Source: an optimization exercise on an open RTL-to-GDS flow (aim: small area and a short achievable clock period). Production flows keep margins and buffers that such runs may drop.
Where RTL was checked, it was by simulation tests only, not by an equivalence proof against the original.
No functional check of the RTL was part of runs 1 and 2.

==> design.v <==
module mdu_ctrl (
  input  logic        clk,
  input  logic        reset,
  input  logic [3:0]  op,
  input  logic        valid,
  input  logic        flush,
  input  logic [31:0] A,
  input  logic [31:0] B,
  output logic        start,
  output logic        busy,
  output logic [31:0] out,
  output logic [31:0] HI,
  output logic [31:0] LO
);
  localparam int W = 35;
  logic        busy_q;
  logic [3:0]  cnt_q;            
  logic        md_q;             
  logic        sg_q;             
  logic        nr_q;             
  logic        qp_q;             
  logic [31:0] hi_q, lo_q;
  logic [31:0] m_q;              
  logic [35:0] q_q;              
  logic [W-1:0] r_q;             
  wire is_mul = (op == 4'd1) | (op == 4'd2);
  wire is_div = (op == 4'd3) | (op == 4'd4);
  wire is_sg  = (op == 4'd1) | (op == 4'd3);
  wire accept = valid & ~flush & ~busy_q;
  assign start = accept & (is_mul | is_div);
  assign busy  = busy_q;
  assign HI    = hi_q;
  assign LO    = lo_q;
  always_comb begin
    out = 32'd0;
    if (op == 4'd7)      out = hi_q;
    else if (op == 4'd8) out = lo_q;
  end
  wire last  = md_q ? (cnt_q == 4'd9) : (cnt_q == 4'd4);
  wire first = (cnt_q == 4'd0);
  wire mfix  = ~md_q & (cnt_q == 4'd4);
  wire dfix  =  md_q & (cnt_q == 4'd9);
  wire dstep =  md_q & ~dfix;
  wire sd    = sg_q & m_q[31];             
  wire nq    = md_q & (sd ^ nr_q);         
  wire dz    = (m_q == 32'd0);
  logic [W-1:0] ain [4];
  logic [W-1:0] s   [4];
  logic [W-1:0] xv  [4];
  logic [W:0]   cy  [4];
  logic         r_one[4], r_two[4], r_neg[4], r_inv[4];
  logic         selL[4], selT[4], selU[4], dbit[4];
  logic         qb[4];
  logic [W-1:0] mx;
  assign mx = {{(W-32){sd}}, m_q};
  always_comb begin
    for (int i = 0; i < 4; i++) begin
      r_one[i] = 1'b0; r_two[i] = 1'b0; r_neg[i] = 1'b0; r_inv[i] = 1'b0;
      selL[i] = 1'b0; selT[i] = 1'b0; selU[i] = 1'b0; dbit[i] = 1'b0;
    end
    if (~md_q) begin
      if (~mfix) begin
        for (int i = 0; i < 4; i++) begin
          logic x0, x1, x2;
          x0 = (i == 0) ? qp_q : q_q[2*i-1];
          x1 = q_q[2*i];
          x2 = q_q[2*i+1];
          r_one[i] = x1 ^ x0;
          r_two[i] = (x2 & ~x1 & ~x0) | (~x2 & x1 & x0);
          r_neg[i] = x2;
          selT[i]  = (i != 0) | ~first;
        end
      end else begin
        selT[0] = 1'b1; r_one[0] = ~sg_q & qp_q;
        selL[1] = 1'b1; selL[2] = 1'b1; selT[3] = 1'b1;
      end
    end else begin
      if (~dfix) begin
        for (int i = 0; i < 4; i++) begin
          selL[i] = (i != 0) | ~first;
          dbit[i] = q_q[35-i];
          r_one[i] = 1'b1;
        end
      end else begin
        selU[0] = 1'b1; r_one[0] = r_q[32]; r_neg[0] = r_q[32] & sd;
        selL[1] = 1'b1; r_inv[1] = nr_q;
        selL[2] = 1'b1; selT[3] = 1'b1;
      end
    end
  end
  logic sprev[4];
  assign sprev[0] = first ? 1'b0 : r_q[32];
  assign sprev[1] = s[0][32];
  assign sprev[2] = s[1][32];
  assign sprev[3] = s[2][32];
  genvar gi, gj;
  generate
    for (gi = 0; gi < 4; gi++) begin : g_row
      logic [W-1:0] prev;
      logic neg_e, cin;
      if (gi == 0) begin : g_p0
        assign prev = r_q;
      end else begin : g_pn
        assign prev = s[gi-1];
      end
      assign neg_e = dstep ? ~(sprev[gi] ^ sd) : r_neg[gi];
      assign cin   = neg_e | r_inv[gi];
      for (gj = 0; gj < W; gj++) begin : g_bit
        logic l_in, t_in, a0;
        assign t_in = prev[(gj + 2 < W) ? gj + 2 : W-1];
        if (gj == 0) begin : g_l0
          assign a0 = dbit[gi] | (selT[gi] & t_in) | (selU[gi] & prev[gj]);
        end else begin : g_ln
          assign a0 = (selL[gi] & prev[gj-1]) | (selT[gi] & t_in) | (selU[gi] & prev[gj]);
        end
        assign ain[gi][gj] = a0 ^ r_inv[gi];
        if (gj == 0) begin : g_x0
          assign xv[gi][gj] = (r_one[gi] & mx[gj]) ^ neg_e;
        end else begin : g_xn
          assign xv[gi][gj] = ((r_one[gi] & mx[gj]) | (r_two[gi] & mx[gj-1])) ^ neg_e;
        end
      end
      assign cy[gi][0] = cin;
      for (gj = 0; gj < W; gj++) begin : g_fa
        assign s[gi][gj]    = ain[gi][gj] ^ xv[gi][gj] ^ cy[gi][gj];
        assign cy[gi][gj+1] = (ain[gi][gj] & xv[gi][gj]) | (cy[gi][gj] & (ain[gi][gj] ^ xv[gi][gj]));
      end
      assign qb[gi] = ~s[gi][32];
    end
  endgenerate
  wire [31:0] a_neg = ~A + 32'd1;
  wire        a_n   = (op == 4'd3) & A[31];
  wire [31:0] res_lo = nq ? (~q_q[31:0] + 32'd1) : q_q[31:0];
  always_ff @(posedge clk) begin
    r_q <= s[3];
    if (~busy_q) begin
      cnt_q <= 4'd0;
      md_q  <= is_div;
      sg_q  <= is_sg;
      nr_q  <= a_n;
      qp_q  <= 1'b0;
      m_q   <= B;
      q_q   <= {4'd0, a_n ? a_neg : A};
    end else begin
      cnt_q <= cnt_q + 4'd1;
      qp_q  <= q_q[7];
      q_q[35:32] <= q_q[31:28];
      if (~md_q)
        q_q[31:0] <= {s[3][1:0], s[2][1:0], s[1][1:0], s[0][1:0], q_q[31:8]};
      else
        q_q[31:0] <= {q_q[27:0], qb[0], qb[1], qb[2], qb[3]};
    end
  end
  always_ff @(posedge clk or negedge reset) begin
    if (!reset) begin
      busy_q <= 1'b0;
      hi_q   <= 32'd0;
      lo_q   <= 32'd0;
    end else begin
      if (~busy_q) begin
        busy_q <= start;
        if (accept & (op == 4'd5)) hi_q <= A;
        if (accept & (op == 4'd6)) lo_q <= A;
      end else if (last) begin
        busy_q <= 1'b0;
        if (~(md_q & dz)) begin
          hi_q <= s[3][31:0];
          lo_q <= res_lo;
        end
      end
    end
  end
endmodule
==> flow/run.sh <==
#!/bin/bash
# The standard ORFS layout, with the smallest buffer on the ports.
set -euo pipefail
bash standard.sh BUFFER_PORTS_ARGS="-buffer_cell sky130_fd_sc_hd__buf_1" finish > standard_flow.log 2>&1
==> standard.sh <==
#!/bin/bash
# synth_recipe.tcl (not shown) runs the flow's synth.tcl, then flattens the netlist and writes it again
# the make line also repeats each setting of config.mk as NAME=value (left out here)
make -C /OpenROAD-flow-scripts/flow DESIGN_CONFIG=/design/flow/config.mk WORK_HOME=/design/flow/orfs CLKGATE_MAP_FILE= SYNTH_SCRIPT=/design/flow/synth_recipe.tcl "${@:-finish}"
==> config.mk <==
export PLATFORM = sky130hd
export DESIGN_NAME = mdu_ctrl
export DESIGN_NICKNAME = mdu_ctrl
export VERILOG_FILES = /design/flow/design.v
export SDC_FILE = /design/flow/constraint.sdc
export NUM_CORES = 4
export LEC_CHECK = 0
export CAP_MARGIN = 20
export CORE_MARGIN = 2
export CORE_UTILIZATION = 40
export SLEW_MARGIN = 20
==> constraint.sdc <==
create_clock -name core_clock -period 150.0 [get_ports {clk}]
set_input_delay 30.0000 -clock core_clock [delete_from_list [all_inputs] [get_ports {clk}]]
set_output_delay 30.0000 -clock core_clock [all_outputs]
set_load 0.01 [all_outputs]
==> flow_summary.yaml, run 1 <==
setup_path:
  crit_path_cell_trace: "buf_1 > nand2_1 > nor3b_2 > buf_4 > a22o_1 > buf_1"
  max_stage_delay_ns: 0.35
  setup.worst_path.start_class: "input port"
  worstSetupPathType: "input port to output pin"
  slowest_cp_cell: "sky130_fd_sc_hd__buf_4"
  critical_path_arrival_ns: 31.26
  most_common_cell_on_crit_path: "sky130_fd_sc_hd__buf_1"
  critPathLaunch: "op[0]"
  largest_delay_contributor_family_on_the_critical_path: "buffers and inverters"
  r2r_start: "cnt_q[2]"
  critPathCaptureType: "output pin"
  cp-endpoint: "out[23]"
  timing.critical_path.buf_inv: 3
  path_max_fanout: 32
  capturing_point_of_the_worst_reg2reg_path: "r_q[34]"
  cp_data_required_time_ns: 120.00
  rrSetupSlack_ns: 91.34
  r2r.worst_path.cells: 159
  worstSetupPathDepth: 6
cts:
  post_cts_sizing_count: 0
  clock_tree.htree_level_count: 4
  ctsRootBufferMaster: "sky130_fd_sc_hd__clkbuf_16"
  insertion_delay_ns: 0.46
  tritoncts: "done"
  cts.clk_slew.worst_paths_ns: 0.07
  cts_inserted_buffers: 17
  clk_path_buf_depth: 2
  clk_sinks: 176
  post-cts-setup-buffer-count: 0
  post_cts_hold_buffer_count: 0
die:
  effective_utilization_at_floorplan_pct: 40.8
  placementRows: 72
  die_width_um: 203
  floorplan.die_area_um2: 41200
  io_pins: 170
  die-height_um: 203
  core_um2: 38800
finish:
  num-nets-final: 2021
  fill_cells: 3833
  seq_area_um2: 4200
  multi_input_area_um2: 10800
  finalInstanceArea_um2: 17500
  final_cell_mix: "199 x sky130_fd_sc_hd__nand2_1, 168 x sky130_fd_sc_hd__buf_1, 133 x sky130_fd_sc_hd__fa_1, 132 x sky130_fd_sc_hd__xnor2_1, 127 x sky130_fd_sc_hd__a22oi_1"
  final_common_cell: "sky130_fd_sc_hd__nand2_1"
  fraction_of_final_layout_cells_sized_beyond_drive_strength_1_pct: 4.79
  num_antenna_cells: 0
  synthToLayoutAreaGrowth_pct: 10.2
place:
  place.gp.congestion: 0.917
  post_dp_cell_area_um2: 16900
  detailedPlace.worstSlack_ns: 88.71
  dpl.hpwl_um: 37400
  io_buffers: 169
synth:
  synth_enable_flop_cells: 35
  syn-cell-area_um2: 15800
  synthArstFlopShare_pct: 36.9
  yosys_warnings: 15
  net_count_after_synthesis: 1961
  ys_ff_latch: 176
  avgSynthCellArea_um2: 9.07
  yosys_most_used_dff: "sky130_fd_sc_hd__dfxtp_1"
  synth.lib_cells_used.distinct: 58
  gate_count_after_technology_mapping: 1746
  synth_seq_area_share_pct: 26.5
status:
  outcome: "finished clean"
route:
  route.detailed.drc: 0
  postRouteWirelength_um: 50100
  detailed_routing_iteration_count_for_the_pre_antenna_repair_pass: 9
  drt.antenna.violating_nets: 0
  vias_per_cell: 5.69
  drt_first_iter_violations: 1307
  wl_per_instance_um: 21.5
  via_count: 13300
global_route:
  gr-usage-met3_pct: 3.61
  number_of_antenna_violations_at_the_first_check_in_global_routing: 1
  top_usage_layer: "met2"
  grt_first_pass_wirelength_um: 79200
  grt_util_met2_pct: 41.0
  track_usage_pct: 24.8
  largest_net_degree_at_the_start_of_global_routing: 92
  via_count_of_the_first_global_routing_pass: 13500
  total_congestion_overflow_after_global_routing: 0
  groute.layer.met1.usage_pct: 33.3
timing:
  final_period_minus_worst_setup_slack_ns: 61.26
  skew_ns: 0.0106
  hold_viol_final: 0
  tightest_slew_ns: 0.910
  maxSlewViolCount: 0
  finalSetupViolations: 0
  achievable-frequency_mhz: 16.3
  fin_setup_tns_ns: 0
  final_min_period_over_clock_period_pct: 40.8
  relSlewSlack_pct: 39.2
  rsz0062_at_grt: "false"
  setup_slack_ns: 88.74
worst_hold_path:
  hold_path.class: "flop to flop"
run:
  maxcap_viol_count: 0
==> state kept, by name, summed over array words and instances (netlist names), 4 cells and up <==
name	flops
m_q	32
hi_q	32
r_q	35
q_q	36
lo_q	32
cnt_q	4
==> metrics by stage <==
| step | cells | utilization, % | hold slack [ns] |
|---|---|---|---|
| after CTS | 2335 | 44.9 | 0.487 |
| final | 2336 | 45.0 | 0.482 |
| after global routing | 2336 | 45.0 | 0.527 |
| after floorplan | 1746 | - | 0.445 |
| after detailed placement | 2304 | 43.4 | 0.471 |
| after global placement | 2304 | 43.4 | 0.460 |
==> worst min path at each step <==
stage,slack [ns],to,from,cells after the start
3_3_place_gp,0.46,cnt_q[0],cnt_q[0],1
4_1_cts,0.49,cnt_q[0],cnt_q[0],1
2_1_floorplan,0.44,cnt_q[0],cnt_q[0],1
3_5_place_dp,0.47,cnt_q[0],cnt_q[0],1
6_report,0.48,cnt_q[0],cnt_q[0],1
5_1_grt,0.53,cnt_q[0],cnt_q[0],1
==> per-layer routing <==
| layer | share of wire, % | up-vias |
|---|---|---|
| li1 | - | 6180 |
| met4 | 3.1 | 2 |
| met3 | 6.4 | 85 |
| met1 | 44 | 6516 |
| met2 | 47 | 517 |
| met5 | 0.026 | - |
==> worst reg2reg max path, delay by kind of cell, from the launching register on <==
kind / cells / cell delay (ns)
multiplexers: 2 / 0.57
XOR/XNOR: 7 / 1.19
adder cells (fa/ha/maj): 130 / 52.29
AO/OA/AOI/OAI: 5 / 0.71
AND/OR/NAND/NOR: 3 / 0.66
buffers and inverters: 12 / 2.51
flip-flops: 1 / 0.59
==> cell type report <==
cell class | instances | share of cell area [%]
multi-input combinational | 1322 | 62.0
sequential | 176 | 24.1
timing repair buffer | 198 | 4.93
tap | 518 | 3.71
clock buffer | 20 | 2.62
inverter | 91 | 1.96
clock inverter | 11 | 0.746
==> logic make-up after synthesis <==
family / share of synthesized area [%]
AO/OA/AOI/OAI: 20.0
XOR/XNOR: 13.1
adder cells (fa/ha/maj): 17.6
buffers and inverters: 5.90
flip-flops: 26.5
multiplexers: 5.96
AND/OR/NAND/NOR: 11.0
==> cells in the mapped netlist (8+ instances only) <==
| cell type | instances | area share [%] |
|---|---|---|
| sky130_fd_sc_hd__a21oi_1 | 69 | 2.2 |
| sky130_fd_sc_hd__xor2_1 | 104 | 5.8 |
| sky130_fd_sc_hd__edfxtp_1 | 35 | 6.6 |
| sky130_fd_sc_hd__nand2b_1 | 12 | 0.47 |
| sky130_fd_sc_hd__nor3_1 | 14 | 0.44 |
| sky130_fd_sc_hd__o31ai_1 | 12 | 0.57 |
| sky130_fd_sc_hd__ha_1 | 10 | 0.79 |
| sky130_fd_sc_hd__fa_1 | 133 | 17 |
| sky130_fd_sc_hd__nand2_1 | 201 | 4.8 |
| sky130_fd_sc_hd__or3_1 | 15 | 0.59 |
| sky130_fd_sc_hd__o21ai_0 | 104 | 3.3 |
| sky130_fd_sc_hd__dfxtp_1 | 76 | 9.6 |
| sky130_fd_sc_hd__nand3_1 | 8 | 0.25 |
| sky130_fd_sc_hd__inv_1 | 90 | 2.1 |
| sky130_fd_sc_hd__and2_1 | 10 | 0.40 |
| sky130_fd_sc_hd__nor4_1 | 10 | 0.40 |
| sky130_fd_sc_hd__mux2i_1 | 92 | 5.8 |
| sky130_fd_sc_hd__a222oi_1 | 32 | 2.0 |
| sky130_fd_sc_hd__a22oi_1 | 127 | 6.0 |
| sky130_fd_sc_hd__dfrtp_1 | 65 | 10 |
| sky130_fd_sc_hd__clkbuf_1 | 124 | 2.9 |
| sky130_fd_sc_hd__nor2b_1 | 9 | 0.36 |
| sky130_fd_sc_hd__a211oi_1 | 29 | 1.4 |
| sky130_fd_sc_hd__buf_1 | 30 | 0.71 |
| sky130_fd_sc_hd__xnor2_1 | 132 | 7.3 |
| sky130_fd_sc_hd__a21o_1 | 29 | 1.4 |
| sky130_fd_sc_hd__a22o_1 | 32 | 1.8 |
| sky130_fd_sc_hd__nor2_1 | 79 | 1.9 |
==> run 2: changes to the inputs <==
--- a/config.mk
+++ b/config.mk
@@ -9,3 +9,5 @@
 export CORE_MARGIN = 2
-export CORE_UTILIZATION = 40
+export CORE_UTILIZATION = 60
+export CTS_BUF_LIST = sky130_fd_sc_hd__clkbuf_8
+export CTS_CLUSTER_SIZE = 30
 export SLEW_MARGIN = 20
==> flow_summary.yaml, run 2 <==
status:
  outcome: "finished clean"
setup_path:
  crit_path_cell_trace: "buf_1 > nor3b_2 > buf_4 > a22o_1 > buf_1"
  setup.worst_path.start_class: "input port"
  most_common_cell_on_crit_path: "sky130_fd_sc_hd__buf_1"
  max_stage_delay_ns: 0.35
  worstSetupPathType: "input port to output pin"
  path_max_fanout: 32
  critical_path_arrival_ns: 31.25
  cp_data_required_time_ns: 120.00
  critPathCaptureType: "output pin"
  largest_delay_contributor_family_on_the_critical_path: "buffers and inverters"
  timing.critical_path.buf_inv: 3
  slowest_cp_cell: "sky130_fd_sc_hd__buf_4"
synth:
  synthArstFlopShare_pct: 36.9
  synth_seq_area_share_pct: 26.5
  yosys_warnings: 15
  ys_ff_latch: 176
  avgSynthCellArea_um2: 9.07
  yosys_most_used_dff: "sky130_fd_sc_hd__dfxtp_1"
  yosysMostFrequentCell: "sky130_fd_sc_hd__nand2_1"
  synth.lib_cells_used.distinct: 58
  synth.cells.most_frequent: "201 x sky130_fd_sc_hd__nand2_1, 133 x sky130_fd_sc_hd__fa_1, 132 x sky130_fd_sc_hd__xnor2_1, 127 x sky130_fd_sc_hd__a22oi_1, 124 x sky130_fd_sc_hd__clkbuf_1"
  syn-cell-area_um2: 15800
  netlist_top_cells_area: "sky130_fd_sc_hd__fa_1 17%, sky130_fd_sc_hd__dfrtp_1 10%, sky130_fd_sc_hd__dfxtp_1 9.6%"
  netlist.area_leader.share_pct: 16.8
  cell_accounting_for_the_most_synthesized_area: "sky130_fd_sc_hd__fa_1"
  synth_enable_flop_cells: 35
  net_count_after_synthesis: 1961
  gate_count_after_technology_mapping: 1746
place:
  place.detailed.instances: 2123
  detailedPlace.worstSlack_ns: 88.74
  io_buffers: 169
  dpl.hpwl_um: 34800
  place.gp.congestion: 0.928
timing:
  tightest_slew_ns: 0.849
  hold_viol_final: 0
  finalSetupViolations: 0
  skew_ns: 0.0266
  achievable-frequency_mhz: 16.3
  relSlewSlack_pct: 43.4
  final_min_period_over_clock_period_pct: 40.8
  maxSlewViolCount: 0
  final_period_minus_worst_setup_slack_ns: 61.25
  rsz0062_at_grt: "false"
  setup_slack_ns: 88.75
  fin_setup_tns_ns: 0
route:
  drt_first_iter_violations: 1580
  vias_per_cell: 6.29
  via_count: 13600
  wl_per_instance_um: 22.3
  postRouteWirelength_um: 48100
  drt.antenna.violating_nets: 0
  detailed_routing_iteration_count_for_the_pre_antenna_repair_pass: 9
  route.detailed.drc: 0
cts:
  insertion_delay_ns: 0.51
  post_cts_hold_buffer_count: 0
  post_cts_sizing_count: 0
  clk_path_buf_depth: 2
  tritoncts: "done"
  clk_sinks: 176
  post-cts-setup-buffer-count: 0
  cts.clk_slew.worst_paths_ns: 0.11
  clock_tree.htree_level_count: 4
  cts_inserted_buffers: 17
  ctsRootBufferMaster: "sky130_fd_sc_hd__clkbuf_8"
die:
  placementRows: 59
  effective_utilization_at_floorplan_pct: 60.9
  io_pins: 170
  die_width_um: 166
  core_um2: 26000
  die-height_um: 166
  floorplan.die_area_um2: 27700
finish:
  multi_input_area_um2: 10800
  seq_area_um2: 4200
  top_register: "q_q"
  final_cell_mix: "199 x sky130_fd_sc_hd__nand2_1, 168 x sky130_fd_sc_hd__buf_1, 133 x sky130_fd_sc_hd__fa_1, 132 x sky130_fd_sc_hd__xnor2_1, 127 x sky130_fd_sc_hd__a22oi_1"
  reg_top3: "q_q (36), r_q (35)"
  final_cells: 2155
  num_antenna_cells: 0
  synthToLayoutAreaGrowth_pct: 7.59
  num-nets-final: 2022
  fraction_of_final_layout_cells_sized_beyond_drive_strength_1_pct: 4.95
  fill_cells: 2265
  final_common_cell: "sky130_fd_sc_hd__nand2_1"
  largest_register_ff_count: 36
  postLayoutCoreUtil_pct: 65.6
global_route:
  number_of_antenna_violations_at_the_first_check_in_global_routing: 0
  track_usage_pct: 34.8
  via_count_of_the_first_global_routing_pass: 13500
  grt_first_pass_wirelength_um: 76000
  largest_net_degree_at_the_start_of_global_routing: 84
  total_congestion_overflow_after_global_routing: 0
worst_hold_path:
  hold_path.class: "flop to flop"
run:
  maxcap_viol_count: 0
==> run 2: cell counts after synthesis <==
No cell type changed its count.
==> run 2: area by class of cell <==
type	instances	area share [%]
timing repair buffer	199	5.05
clock buffer	17	1.37
sequential	176	24.7
multi-input combinational	1322	63.5
clock inverter	15	0.977
tap	335	2.46
inverter	91	2.00
==> run 2: cell families (layout without fill, tap and decap cells) <==
group                      Yosys count  after routing  share of synthesized area [%]
and+or+nand+nor                    388            388                           11.0
AOI/OAI and AO/OA                  461            461                           20.0
adders and majority gates          143            143                           17.6
buffers and inverters              248            322                           5.90
xor gates and xnor gates           236            236                           13.1
DFF                                176            176                           26.5
muxes                               94             94                           5.96
==> run 2: final timing paths <==
path / from / endpoint / slack [ns] / depth (start not counted)
max in group asynchronous: reset / busy_q / 119.74 / 2
min in group asynchronous: reset / lo_q[3] / 29.64 / 2
setup reg to reg: cnt_q[2] / r_q[33] / 91.21 / 157
hold reg to reg: cnt_q[0] / cnt_q[0] / 0.50 / 1
hold / removal: cnt_q[0] / cnt_q[0] / 0.50 / 1
setup / recovery: op[2] / out[25] / 88.75 / 5
==> run 2: metrics by stage <==
| step | hold slack, ns | cell area, um^2 |
|---|---|---|
| after floorplan | 0.445 | 15800 |
| after global placement | 0.465 | 16600 |
| after detailed placement | 0.480 | 16600 |
| after CTS | 0.506 | 17000 |
| after global routing | 0.546 | 17000 |
| final | 0.499 | 17000 |
==> run 2: layer usage <==
layer,vias up,wire (um),track usage [%]
met1,6623,19600,46.0
li1,6180,-,-
met3,104,3390,4.52
met2,646,23600,59.5
met5,-,0,0
met4,0,1550,11.7
==> run 2: worst reg2reg max path: cells and delay by family, from the launching register on <==
family | cells | cell delay (ns)
XOR/XNOR | 6 | 1.12
flip-flops | 1 | 0.61
AND/OR/NAND/NOR | 3 | 0.67
AO/OA/AOI/OAI | 4 | 0.52
adder cells (fa/ha/maj) | 130 | 52.69
buffers and inverters | 12 | 2.46
multiplexers | 2 | 0.58
==> run 3: changes to the inputs <==
--- a/design.v
+++ b/design.v
@@ -19,7 +19,9 @@
   logic        sg_q;             
-  logic        nr_q;             
+  logic        sd_q;             
+  logic        nr_q, nq_q;       
+  logic        dz_q;             
   logic        qp_q;             
   logic [31:0] hi_q, lo_q;
-  logic [31:0] m_q;              
-  logic [35:0] q_q;              
+  logic [32:0] m_q;              
+  logic [31:0] q_q;              
   logic [W-1:0] r_q;             
@@ -39,9 +41,6 @@
   wire last  = md_q ? (cnt_q == 4'd9) : (cnt_q == 4'd4);
-  wire first = (cnt_q == 4'd0);
+  wire first = md_q ? (cnt_q == 4'd1) : (cnt_q == 4'd0);
   wire mfix  = ~md_q & (cnt_q == 4'd4);
   wire dfix  =  md_q & (cnt_q == 4'd9);
-  wire dstep =  md_q & ~dfix;
-  wire sd    = sg_q & m_q[31];             
-  wire nq    = md_q & (sd ^ nr_q);         
-  wire dz    = (m_q == 32'd0);
+  wire dstep =  md_q & ~dfix & (cnt_q != 4'd0);
   logic [W-1:0] ain [4];
@@ -54,3 +53,3 @@
   logic [W-1:0] mx;
-  assign mx = {{(W-32){sd}}, m_q};
+  assign mx = {{(W-33){m_q[32]}}, m_q};
   always_comb begin
@@ -80,3 +79,3 @@
           selL[i] = (i != 0) | ~first;
-          dbit[i] = q_q[35-i];
+          dbit[i] = q_q[31-i];
           r_one[i] = 1'b1;
@@ -84,3 +83,3 @@
       end else begin
-        selU[0] = 1'b1; r_one[0] = r_q[32]; r_neg[0] = r_q[32] & sd;
+        selU[0] = 1'b1; r_one[0] = r_q[32]; r_neg[0] = r_q[32] & sd_q;
         selL[1] = 1'b1; r_inv[1] = nr_q;
@@ -105,3 +104,3 @@
       end
-      assign neg_e = dstep ? ~(sprev[gi] ^ sd) : r_neg[gi];
+      assign neg_e = dstep ? ~(sprev[gi] ^ sd_q) : r_neg[gi];
       assign cin   = neg_e | r_inv[gi];
@@ -132,3 +131,3 @@
   wire        a_n   = (op == 4'd3) & A[31];
-  wire [31:0] res_lo = nq ? (~q_q[31:0] + 32'd1) : q_q[31:0];
+  wire [31:0] res_lo = nq_q ? (~q_q + 32'd1) : q_q;
   always_ff @(posedge clk) begin
@@ -139,14 +138,19 @@
       sg_q  <= is_sg;
+      sd_q  <= (op == 4'd3) & B[31];
       nr_q  <= a_n;
+      nq_q  <= (op == 4'd3) & (A[31] ^ B[31]);
+      dz_q  <= (B == 32'd0);
       qp_q  <= 1'b0;
-      m_q   <= B;
-      q_q   <= {4'd0, a_n ? a_neg : A};
+      m_q   <= {is_sg & B[31], B};
+      q_q   <= a_n ? a_neg : A;
     end else begin
       cnt_q <= cnt_q + 4'd1;
-      qp_q  <= q_q[7];
-      q_q[35:32] <= q_q[31:28];
-      if (~md_q)
-        q_q[31:0] <= {s[3][1:0], s[2][1:0], s[1][1:0], s[0][1:0], q_q[31:8]};
-      else
-        q_q[31:0] <= {q_q[27:0], qb[0], qb[1], qb[2], qb[3]};
+      if (~md_q) begin
+        if (~mfix) begin
+          q_q  <= {s[3][1:0], s[2][1:0], s[1][1:0], s[0][1:0], q_q[31:8]};
+          qp_q <= q_q[7];
+        end
+      end else if (dstep) begin
+        q_q <= {q_q[27:0], qb[0], qb[1], qb[2], qb[3]};
+      end
     end
@@ -165,3 +169,3 @@
         busy_q <= 1'b0;
-        if (~(md_q & dz)) begin
+        if (~(md_q & dz_q)) begin
           hi_q <= s[3][31:0];
==> run.sh (new file) <==
#!/bin/bash
# synth_recipe.tcl (not shown) runs the flow's synth.tcl, then flattens the netlist and writes it again
# the make line also repeats each setting of config.mk as NAME=value (left out here)
make -C /OpenROAD-flow-scripts/flow DESIGN_CONFIG=/design/flow/config.mk WORK_HOME=/design/flow/orfs CLKGATE_MAP_FILE= SYNTH_SCRIPT=/design/flow/synth_recipe.tcl finish
--- a/config.mk
+++ b/config.mk
@@ -9,5 +9,3 @@
 export CORE_MARGIN = 2
-export CORE_UTILIZATION = 60
-export CTS_BUF_LIST = sky130_fd_sc_hd__clkbuf_8
-export CTS_CLUSTER_SIZE = 30
+export CORE_UTILIZATION = 40
 export SLEW_MARGIN = 20
removed: flow/run.sh
removed: standard.sh
==> flow_summary.yaml, run 3 <==
setup_path:
  worstSetupPathType: "input port to output pin"
  capturing_point_of_the_worst_reg2reg_path: "q_q[0]"
  max_stage_delay_ns: 0.65
  path_max_fanout: 32
  critPathCaptureType: "output pin"
  slowest_cp_cell: "sky130_fd_sc_hd__clkdlybuf4s50_1"
  crit_path_cell_trace: "clkdlybuf4s50_1 > inv_1 > nor4b_2 > buf_4 > a22o_1 > clkdlybuf4s50_1"
  cp_data_required_time_ns: 120.00
  largest_delay_contributor_family_on_the_critical_path: "buffers and inverters"
  most_common_cell_on_crit_path: "sky130_fd_sc_hd__clkdlybuf4s50_1"
  critical_path_arrival_ns: 32.26
  setup.worst_path.start_class: "input port"
  rrSetupSlack_ns: 91.04
  r2r_start: "md_q"
  timing.critical_path.buf_inv: 4
  r2r.worst_path.cells: 159
status:
  outcome: "finished clean"
synth:
  gate_count_after_technology_mapping: 1753
  cell_accounting_for_the_most_synthesized_area: "sky130_fd_sc_hd__fa_1"
  synth.cells.most_frequent: "254 x sky130_fd_sc_hd__nand2_1, 160 x sky130_fd_sc_hd__a22oi_1, 141 x sky130_fd_sc_hd__xnor2_1, 133 x sky130_fd_sc_hd__fa_1, 105 x sky130_fd_sc_hd__o21ai_0"
  yosysMostFrequentCell: "sky130_fd_sc_hd__nand2_1"
  avgSynthCellArea_um2: 9.27
  yosys_warnings: 15
  netlist.area_leader.share_pct: 16.4
  synthArstFlopShare_pct: 36.9
  synth_enable_flop_cells: 71
  netlist_top_cells_area: "sky130_fd_sc_hd__fa_1 16%, sky130_fd_sc_hd__edfxtp_1 13%, sky130_fd_sc_hd__dfrtp_1 10%"
  synth.lib_cells_used.distinct: 68
  syn-cell-area_um2: 16200
  net_count_after_synthesis: 1968
  yosys_most_used_dff: "sky130_fd_sc_hd__edfxtp_1"
  synth_seq_area_share_pct: 28.1
  ys_ff_latch: 176
global_route:
  number_of_antenna_violations_at_the_first_check_in_global_routing: 2
  largest_net_degree_at_the_start_of_global_routing: 71
  total_congestion_overflow_after_global_routing: 0
  grt_first_pass_wirelength_um: 80300
  track_usage_pct: 25.2
  via_count_of_the_first_global_routing_pass: 13500
die:
  die_width_um: 206
  die-height_um: 206
  floorplan.die_area_um2: 42200
  io_pins: 170
  placementRows: 73
  core_um2: 39900
  effective_utilization_at_floorplan_pct: 40.7
worst_hold_path:
  worst_hold_path.num_cells: 1
  hold_path.class: "flop to flop"
  min-delay-start: "cnt_q[0]"
  whs_endpoint: "cnt_q[0]"
finish:
  synthToLayoutAreaGrowth_pct: 16.2
  final_common_cell: "sky130_fd_sc_hd__nand2_1"
  fraction_of_final_layout_cells_sized_beyond_drive_strength_1_pct: 5.57
  finalInstanceArea_um2: 18900
  largest_register_ff_count: 35
  final_cell_mix: "251 x sky130_fd_sc_hd__nand2_1, 168 x sky130_fd_sc_hd__clkdlybuf4s50_1, 160 x sky130_fd_sc_hd__a22oi_1, 141 x sky130_fd_sc_hd__xnor2_1, 133 x sky130_fd_sc_hd__fa_1"
  reg_top3: "r_q (35), m_q (33)"
  num-nets-final: 2033
  top_register: "r_q"
timing:
  skew_ns: 0.0143
  finalSetupViolations: 0
  rsz0062_at_grt: "false"
  setup_slack_ns: 87.74
  tightest_slew_ns: 0.928
  achievable-frequency_mhz: 16.1
  relSlewSlack_pct: 38.0
  maxSlewViolCount: 0
  fin_setup_tns_ns: 0
  final_period_minus_worst_setup_slack_ns: 62.26
  final_min_period_over_clock_period_pct: 41.5
  hold_viol_final: 0
cts:
  cts_inserted_buffers: 17
  clk_path_buf_depth: 2
  post_cts_sizing_count: 0
  insertion_delay_ns: 0.47
  clock_tree.htree_level_count: 4
  post_cts_hold_buffer_count: 0
  tritoncts: "done"
  cts.clk_slew.worst_paths_ns: 0.08
  clk_sinks: 176
  post-cts-setup-buffer-count: 0
  ctsRootBufferMaster: "sky130_fd_sc_hd__clkbuf_16"
route:
  drt_first_iter_violations: 1284
  detailed_routing_iteration_count_for_the_pre_antenna_repair_pass: 6
  via_count: 13700
  postRouteWirelength_um: 52500
  route.detailed.drc: 0
  vias_per_cell: 5.81
  wl_per_instance_um: 22.3
  drt.antenna.violating_nets: 0
place:
  detailedPlace.worstSlack_ns: 87.74
  io_buffers: 169
  place.gp.congestion: 0.921
  post_dp_cell_area_um2: 18300
  dpl.hpwl_um: 39100
run:
  maxcap_viol_count: 0
run 3: cell count changes after synthesis, moves of 32 or more:
cell / before / now
sky130_fd_sc_hd__dfxtp_1: 76 / 40
sky130_fd_sc_hd__edfxtp_1: 35 / 71
sky130_fd_sc_hd__a22oi_1: 127 / 160
sky130_fd_sc_hd__a222oi_1: 32 / 0
sky130_fd_sc_hd__nand2_1: 201 / 254
run 3: layout make-up:
type	instances	area [um^2]
tap	525	657
inverter	64	240
clock buffer	17	425
antenna	3	7.51
fill	3830	21000
multi-input combinational	1359	10900
clock inverter	15	160
timing repair buffer	200	1920
sequential	176	4560
run 3: through the flow:
step / hold slack (ns) / util (%) / std cells
detailed placement: 0.487 / 45.8 / 2324
global route: 0.520 / 47.3 / 2356
finish: 0.494 / 47.3 / 2359
floorplan: 0.445 / - / 1753
CTS: 0.505 / 47.3 / 2356
global placement: 0.464 / 45.8 / 2324
run 3: per-layer routing:
metal | up-vias | track usage, % | wire length (um)
met5 | - | 0 | 8
met3 | 89 | 4.40 | 3620
met4 | 2 | 9.07 | 1680
li1 | 6256 | - | -
met2 | 554 | 40.8 | 24500
met1 | 6793 | 33.8 | 22700
run 3: worst max path at each step:
stage,from,end,slack (ns),depth (start not counted)
final,op[1],out[15],87.74,6
after global routing,op[1],out[15],87.66,6
after CTS,op[1],out[15],87.74,6
after detailed placement,op[1],out[15],87.74,6
after global placement,op[1],out[24],87.88,6
after floorplan,op[1],out[0],88.88,4
run 3: worst register-to-register path: cells and delay by family (launching register included):
| family | cells | cell delay, ns |
|---|---|---|
| compound gates | 8 | 1.28 |
| xor+xnor | 5 | 0.94 |
| fa+ha+maj | 129 | 51.94 |
| buf+inv | 13 | 3.45 |
| flops | 1 | 0.33 |
| mux | 2 | 0.56 |
| simple gates | 2 | 0.29 |
run 3: cells by family after synthesis:
logic type / count (synthesis) / synth area share (%)
AND/OR/NAND/NOR: 425 / 11.4
AO/OA/AOI/OAI: 462 / 19.5
multiplexers: 94 / 5.82
buffers and inverters: 218 / 5.38
XOR/XNOR: 235 / 12.7
flip-flops: 176 / 28.1
adder cells (fa/ha/maj): 143 / 17.2

==> what the ideal ports hide <==
In the flow no input, the clock included, has a driving cell. The finished layouts below were timed again as built, in two steps. Step 1: set_driving_cell puts a clkbuf_16 on clk and a buf_2 on each other input, an assumption about the parent block. Step 2, shift: input delay + t, output delay - t, t = (earliest + latest rising clock arrival at the registers) / 2. This alone moves slack from input paths to output paths. Three values: ideal, step 1, step 2; two values: the first two.
| run | t (ns) | slack for setup (ns) | hold slack, ns |
|---|---|---|---|
| run 1 | 0.512 | 88.740 / 88.718 / 88.718 | 0.482 / 0.482 / 0.482 |
| run 2 | 0.541 | 88.753 / 88.729 / 88.729 | 0.499 / 0.499 / 0.499 |
| run 3 | 0.519 | 87.744 / 87.721 / 87.721 | 0.494 / 0.494 / 0.494 |
After both steps setup and hold are still met in every run listed. For run 2, which loses most, drivers alone change the setup slack by -0.024 ns; drivers and shift together by -0.024 ns.
